Source: an optimization exercise on an open RTL-to-GDS flow (aim: small area, a short achievable clock period and few clock cycles per item). Production flows keep margins and buffers that such runs may drop.

==> wip/garnet <==
Design box_distance_bounds_top, start of the top module:
module box_distance_bounds_top #(
    parameter int COORD_BITS = 24
) (
    input  logic                               clk,
    input  logic                               rst_n,
    input  logic                               in_valid,
    output logic                               in_stall,
    input  logic signed [COORD_BITS-1:0]       a_low,
    input  logic signed [COORD_BITS-1:0]       a_high,
    input  logic signed [COORD_BITS-1:0]       b_low,
    input  logic signed [COORD_BITS-1:0]       b_high,
    input  logic                               last,
    output logic                               out_valid,
    input  logic                               out_stall,
    output logic [bdb_pkg::SUM_W-1:0]          min_sq_dist,
    output logic [bdb_pkg::SUM_W-1:0]          max_sq_dist,
    output logic [bdb_pkg::ROOT_W-1:0]         min_dist,
    output logic [bdb_pkg::ROOT_W-1:0]         max_dist
);
Settings: LEC_CHECK=0, CAP_MARGIN=20, CORE_MARGIN=2, CORE_UTILIZATION=40, SLEW_MARGIN=20; clock period 9.0 ns.
run.sh (not shown) runs the stock make flow with config.mk's settings and CLKGATE_MAP_FILE= SYNTH_SCRIPT=/design/flow/synth_recipe.tcl, a recipe that flattens the netlist after the stock synthesis.
==> inputs of wip/yarrow, as changes to wip/garnet <==
--- a/flow/design.v
+++ b/flow/design.v
@@ -12,55 +12,37 @@
     input  logic signed [COORD_BITS-1:0] b_low,
     input  logic signed [COORD_BITS-1:0] b_high,
     output logic        [COORD_BITS-1:0] gap,
     output logic        [COORD_BITS-1:0] span
 );
-    localparam int W = COORD_BITS + 2;
-    logic signed [W-1:0] al;
-    logic signed [W-1:0] ah;
-    logic signed [W-1:0] bl;
-    logic signed [W-1:0] bh;
-    logic signed [W-1:0] d1;
-    logic signed [W-1:0] d2;
-    logic signed [W-1:0] n1;
-    logic signed [W-1:0] n2;
-    logic signed [W-1:0] dif;
-    logic signed [W-1:0] sum;
-    logic                pick1;
-    assign al = W'(a_low);
-    assign ah = W'(a_high);
-    assign bl = W'(b_low);
-    assign bh = W'(b_high);
-    assign d1  = al - bh;
-    assign n1  = bh - al;
-    assign d2  = bl - ah;
-    assign n2  = ah - bl;
-    assign dif = (al + ah) - (bl + bh);
-    assign sum = (al + bl) - (ah + bh);
-    assign pick1 = (dif[W-1] == sum[W-1]);
+    logic signed [COORD_BITS:0] d1;
+    logic signed [COORD_BITS:0] d2;
+    logic signed [COORD_BITS:0] n1;
+    logic signed [COORD_BITS:0] n2;
+    logic        [COORD_BITS-1:0] ab1;
+    logic        [COORD_BITS-1:0] ab2;
+    assign d1 = {a_low[COORD_BITS-1], a_low} - {b_high[COORD_BITS-1], b_high};
+    assign d2 = {b_low[COORD_BITS-1], b_low} - {a_high[COORD_BITS-1], a_high};
+    assign n1 = {b_high[COORD_BITS-1], b_high} - {a_low[COORD_BITS-1], a_low};
+    assign n2 = {a_high[COORD_BITS-1], a_high} - {b_low[COORD_BITS-1], b_low};
+    assign ab1 = d1[COORD_BITS] ? n1[COORD_BITS-1:0] : d1[COORD_BITS-1:0];
+    assign ab2 = d2[COORD_BITS] ? n2[COORD_BITS-1:0] : d2[COORD_BITS-1:0];
     always_comb
     begin
-        if (n1[W-1])
+        if (!d1[COORD_BITS] && (d1 != '0))
         begin
             gap = d1[COORD_BITS-1:0];
         end
-        else if (n2[W-1])
+        else if (!d2[COORD_BITS] && (d2 != '0))
         begin
             gap = d2[COORD_BITS-1:0];
         end
         else
         begin
             gap = '0;
         end
-        if (pick1)
-        begin
-            span = d1[W-1] ? n1[COORD_BITS-1:0] : d1[COORD_BITS-1:0];
-        end
-        else
-        begin
-            span = d2[W-1] ? n2[COORD_BITS-1:0] : d2[COORD_BITS-1:0];
-        end
+        span = (ab1 > ab2) ? ab1 : ab2;
     end
 endmodule
 module bdb_sqacc (
     input  logic [23:0] x,
     input  logic [53:0] acc,
@@ -1179,69 +1161,56 @@
 import bdb_pkg::*;
 module bdb_sqrt #(
     parameter int K4 = 2
 ) (
     input  logic [ROOT_W-1:0]  root_in,
-    input  logic [ROOT_W+1:0]  p_in,
     input  logic [ROOT_W:0]    rem_in,
     input  logic [4*K4-1:0]    nibbles,
     output logic [ROOT_W-1:0]  root_out,
-    output logic [ROOT_W+1:0]  p_out,
     output logic [ROOT_W:0]    rem_out
 );
     localparam int CUR_W = ROOT_W + 5;
-    localparam int P_W   = ROOT_W + 2;
     logic [ROOT_W-1:0] root [0:K4];
-    logic [P_W-1:0]    p    [0:K4];
     logic [ROOT_W:0]   rem  [0:K4];
     logic [CUR_W-1:0]  cur  [0:K4-1];
     logic [CUR_W:0]    d1   [0:K4-1];
     logic [CUR_W:0]    d2   [0:K4-1];
     logic [CUR_W:0]    d3   [0:K4-1];
-    logic [P_W-1:0]    p_dn [0:K4-1];
-    logic [P_W-1:0]    p_up [0:K4-1];
     assign root[0] = root_in;
-    assign p[0]    = p_in;
     assign rem[0]  = rem_in;
     for (genvar t = 0; t < K4; t++)
     begin : g_digit
-        assign cur[t]  = {rem[t], nibbles[4*(K4-1-t) +: 4]};
-        assign d1[t]   = {1'b0, cur[t]} - {3'b0, root[t], 3'b001};
-        assign d2[t]   = {1'b0, cur[t]} - {2'b0, root[t], 4'b0100};
-        assign d3[t]   = {1'b0, cur[t]} - {1'b0, p[t], 3'b001};
-        assign p_dn[t] = p[t] - 1'b1;
-        assign p_up[t] = p[t] + 1'b1;
+        assign cur[t] = {rem[t], nibbles[4*(K4-1-t) +: 4]};
+        assign d1[t]  = {1'b0, cur[t]} - {3'b0, root[t], 3'b001};
+        assign d2[t]  = {1'b0, cur[t]} - {2'b0, root[t], 4'b0100};
+        assign d3[t]  = {1'b0, cur[t]} - {2'b0, root[t], 4'b0000} - {3'b0, root[t], 3'b000}
+                        - (CUR_W + 1)'(9);
         always_comb
         begin
             if (!d3[t][CUR_W])
             begin
                 rem[t+1]  = d3[t][ROOT_W:0];
                 root[t+1] = {root[t][ROOT_W-3:0], 2'd3};
-                p[t+1]    = {p_up[t][P_W-3:0], 2'b10};
             end
             else if (!d2[t][CUR_W])
             begin
                 rem[t+1]  = d2[t][ROOT_W:0];
                 root[t+1] = {root[t][ROOT_W-3:0], 2'd2};
-                p[t+1]    = {p[t][P_W-3:0], 2'b11};
             end
             else if (!d1[t][CUR_W])
             begin
                 rem[t+1]  = d1[t][ROOT_W:0];
                 root[t+1] = {root[t][ROOT_W-3:0], 2'd1};
-                p[t+1]    = {p[t][P_W-3:0], 2'b00};
             end
             else
             begin
                 rem[t+1]  = cur[t][ROOT_W:0];
                 root[t+1] = {root[t][ROOT_W-3:0], 2'd0};
-                p[t+1]    = {p_dn[t][P_W-3:0], 2'b01};
             end
         end
     end
     assign root_out = root[K4];
-    assign p_out    = p[K4];
     assign rem_out  = rem[K4];
 endmodule
 import bdb_pkg::*;
 module box_distance_bounds_top #(
     parameter int COORD_BITS = 24
@@ -1260,24 +1229,24 @@
     output logic [bdb_pkg::SUM_W-1:0]          min_sq_dist,
     output logic [bdb_pkg::SUM_W-1:0]          max_sq_dist,
     output logic [bdb_pkg::ROOT_W-1:0]         min_dist,
     output logic [bdb_pkg::ROOT_W-1:0]         max_dist
 );
-    localparam int SQ_K4    = 2;
-    localparam int NB_W     = 4 * SQ_K4;
-    localparam int SQ_TOP_W = 6;
-    localparam int V_W      = SUM_W - SQ_TOP_W;
-    localparam int SQ_CYC   = V_W / NB_W;
+    localparam int SQ_K4  = 2;
+    localparam int NB_W   = 4 * SQ_K4;
+    localparam int SQ_CYC = (ROOT_W + 2 * SQ_K4 - 1) / (2 * SQ_K4);
+    localparam int V_W    = NB_W * SQ_CYC;
     localparam int CNT_W  = $clog2(SQ_CYC + 1);
     logic                  a_valid;
     logic                  a_last;
     logic [COORD_BITS-1:0] gap_w;
     logic [COORD_BITS-1:0] span_w;
     logic [COORD_BITS-1:0] gap_reg;
     logic [COORD_BITS-1:0] span_reg;
     logic             first;
     logic             busy;
+    logic             sq_first;
     logic             out_valid_reg;
     logic             accept;
     logic             consume;
     logic [CNT_W-1:0] cnt;
     logic [SUM_W-1:0] min_sum;
@@ -1286,22 +1255,16 @@
     logic [SUM_W:0]   max_add;
     logic [ROOT_W-1:0] min_root;
     logic [ROOT_W-1:0] max_root;
     logic [ROOT_W:0]   min_rem;
     logic [ROOT_W:0]   max_rem;
-    logic [ROOT_W+1:0] min_p;
-    logic [ROOT_W+1:0] max_p;
-    logic [ROOT_W+1:0] min_p_nx;
-    logic [ROOT_W+1:0] max_p_nx;
     logic [ROOT_W-1:0] min_root_nx;
     logic [ROOT_W-1:0] max_root_nx;
     logic [ROOT_W:0]   min_rem_nx;
     logic [ROOT_W:0]   max_rem_nx;
-    logic [SUM_W-1:0]  min_sat;
-    logic [SUM_W-1:0]  max_sat;
-    logic [11:0]       min_top;
-    logic [11:0]       max_top;
+    logic [V_W-1:0]    min_v;
+    logic [V_W-1:0]    max_v;
     logic [NB_W-1:0]   min_nb_reg;
     logic [NB_W-1:0]   max_nb_reg;
     logic [NB_W-1:0]   min_nb;
     logic [NB_W-1:0]   max_nb;
     bdb_front #(
@@ -1322,10 +1285,11 @@
         if (!rst_n)
         begin
             a_valid       <= 1'b0;
             first         <= 1'b1;
             busy          <= 1'b0;
+            sq_first      <= 1'b0;
             out_valid_reg <= 1'b0;
             cnt           <= '0;
         end
         else
         begin
@@ -1339,10 +1303,11 @@
             end
             if (consume)
             begin
                 first <= a_last;
             end
+            sq_first <= consume && a_last;
             if (consume && a_last)
             begin
                 busy <= 1'b1;
                 cnt  <= '0;
             end
@@ -1382,97 +1347,67 @@
     );
     always_ff @(posedge clk)
     begin
         if (consume)
         begin
-            min_sum <= min_sat;
-            max_sum <= max_sat;
+            min_sum <= min_add[SUM_W-1:0] | {SUM_W{min_add[SUM_W]}};
+            max_sum <= max_add[SUM_W-1:0] | {SUM_W{max_add[SUM_W]}};
         end
     end
-    assign min_sat = min_add[SUM_W-1:0] | {SUM_W{min_add[SUM_W]}};
-    assign max_sat = max_add[SUM_W-1:0] | {SUM_W{max_add[SUM_W]}};
-    assign min_nb  = min_nb_reg;
-    assign max_nb  = max_nb_reg;
-    function automatic logic [11:0] top_root(input logic [5:0] v);
-        logic [11:0] t;
-        t = '0;
-        for (int r = 0; r < 8; r++)
-        begin
-            for (int e = 0; e <= 2 * r; e++)
-            begin
-                if (r * r + e < 64 && v == 6'(r * r + e))
-                begin
-                    t = {3'(r), 4'(e), 5'(3 * r + 1)};
-                end
-            end
-        end
-        top_root = t;
-    endfunction
-    assign min_top = top_root(min_sat[SUM_W-1 -: SQ_TOP_W]);
-    assign max_top = top_root(max_sat[SUM_W-1 -: SQ_TOP_W]);
+    assign min_v  = V_W'(min_sum);
+    assign max_v  = V_W'(max_sum);
+    assign min_nb = sq_first ? min_v[V_W-1 -: NB_W] : min_nb_reg;
+    assign max_nb = sq_first ? max_v[V_W-1 -: NB_W] : max_nb_reg;
     always_ff @(posedge clk)
     begin
-        if (consume && a_last)
-        begin
-            min_nb_reg <= min_sat[V_W-1 -: NB_W];
-            max_nb_reg <= max_sat[V_W-1 -: NB_W];
-        end
-        else if (busy)
+        if (busy)
         begin
             min_nb_reg <= '0;
             max_nb_reg <= '0;
             for (int c = 0; c < SQ_CYC - 1; c++)
             begin
                 if (cnt == CNT_W'(c))
                 begin
-                    min_nb_reg <= min_sum[V_W - NB_W*(c + 1) - 1 -: NB_W];
-                    max_nb_reg <= max_sum[V_W - NB_W*(c + 1) - 1 -: NB_W];
+                    min_nb_reg <= min_v[V_W - NB_W*(c + 2) +: NB_W];
+                    max_nb_reg <= max_v[V_W - NB_W*(c + 2) +: NB_W];
                 end
             end
         end
     end
     bdb_sqrt #(
         .K4 (SQ_K4)
     ) u_min_root (
         .root_in  (min_root),
-        .p_in     (min_p),
         .rem_in   (min_rem),
         .nibbles  (min_nb),
         .root_out (min_root_nx),
-        .p_out    (min_p_nx),
         .rem_out  (min_rem_nx)
     );
     bdb_sqrt #(
         .K4 (SQ_K4)
     ) u_max_root (
         .root_in  (max_root),
-        .p_in     (max_p),
         .rem_in   (max_rem),
         .nibbles  (max_nb),
         .root_out (max_root_nx),
-        .p_out    (max_p_nx),
         .rem_out  (max_rem_nx)
     );
     always_ff @(posedge clk)
     begin
         if (consume && a_last)
         begin
-            min_root <= ROOT_W'(min_top[11:9]);
-            max_root <= ROOT_W'(max_top[11:9]);
-            min_rem  <= (ROOT_W + 1)'(min_top[8:5]);
-            max_rem  <= (ROOT_W + 1)'(max_top[8:5]);
-            min_p    <= (ROOT_W + 2)'(min_top[4:0]);
-            max_p    <= (ROOT_W + 2)'(max_top[4:0]);
+            min_root <= '0;
+            max_root <= '0;
+            min_rem  <= '0;
+            max_rem  <= '0;
         end
         else if (busy)
         begin
             min_root <= min_root_nx;
             max_root <= max_root_nx;
             min_rem  <= min_rem_nx;
             max_rem  <= max_rem_nx;
-            min_p    <= min_p_nx;
-            max_p    <= max_p_nx;
         end
     end
     assign out_valid   = out_valid_reg;
     assign min_sq_dist = min_sum;
     assign max_sq_dist = max_sum;
==> run notes <==
metric                                                               wip/garnet      wip/yarrow
Outcome                                                          finished clean  finished clean
Number of DRC markers in iteration 0                                      4,847           4,453
Multiplexer area fraction after synthesis                                 1.34%           1.45%
Post-route fraction of the period consumed by the critical path           94.3%           94.1%
Adder-cell share of the synthesized area                                  28.3%           33.4%
R2r worst-path depth                                                         25              29
Final cell utilization of the core                                        44.8%           44.3%
Global Route met2 Usage                                                   47.4%           46.5%
XOR/XNOR share of the synthesized area                                    7.89%           6.58%
Inverters                                                                   862             929
Overall die area                                                     0.171 mm^2      0.158 mm^2
Hold worst-path end                                                max_root[25]         a_valid
Area of the multi-input gates                                       0.0536 mm^2     0.0492 mm^2
Count of multi-input gates                                                6,838           5,849
Function was not checked in any run of this note: the RTL went through the layout flow alone.

## what the ideal ports hide
No port has a modelled driver above. Below, the same layouts with a new extraction and two added sets of constraints. Step 1 assumes that a clkbuf_16 drives the clock port and a buf_2 every other input. Step 2 times the ports against the registers' clock, not the clock port: input delays grow and output delays shrink by t, the midpoint of the rising clock arrivals with the driver on. Slacks: ideal ports / drivers / drivers and shift; pairs: ideal ports / drivers.
run | t, ns | slack for setup (ns) | worst register clock-pin slew, ns | cell pins on the clock port's net
wip/garnet | 0.736 | 0.509 / 0.509 / 0.327 | 0.07 / 0.07 | 1
wip/yarrow | 0.722 | 0.528 / 0.528 / 0.528 | 0.07 / 0.07 | 1
After both steps every run listed still meets setup and hold. The setup slack of wip/garnet, which loses most, moves by 0.000 ns with the drivers and by -0.182 ns with both steps.
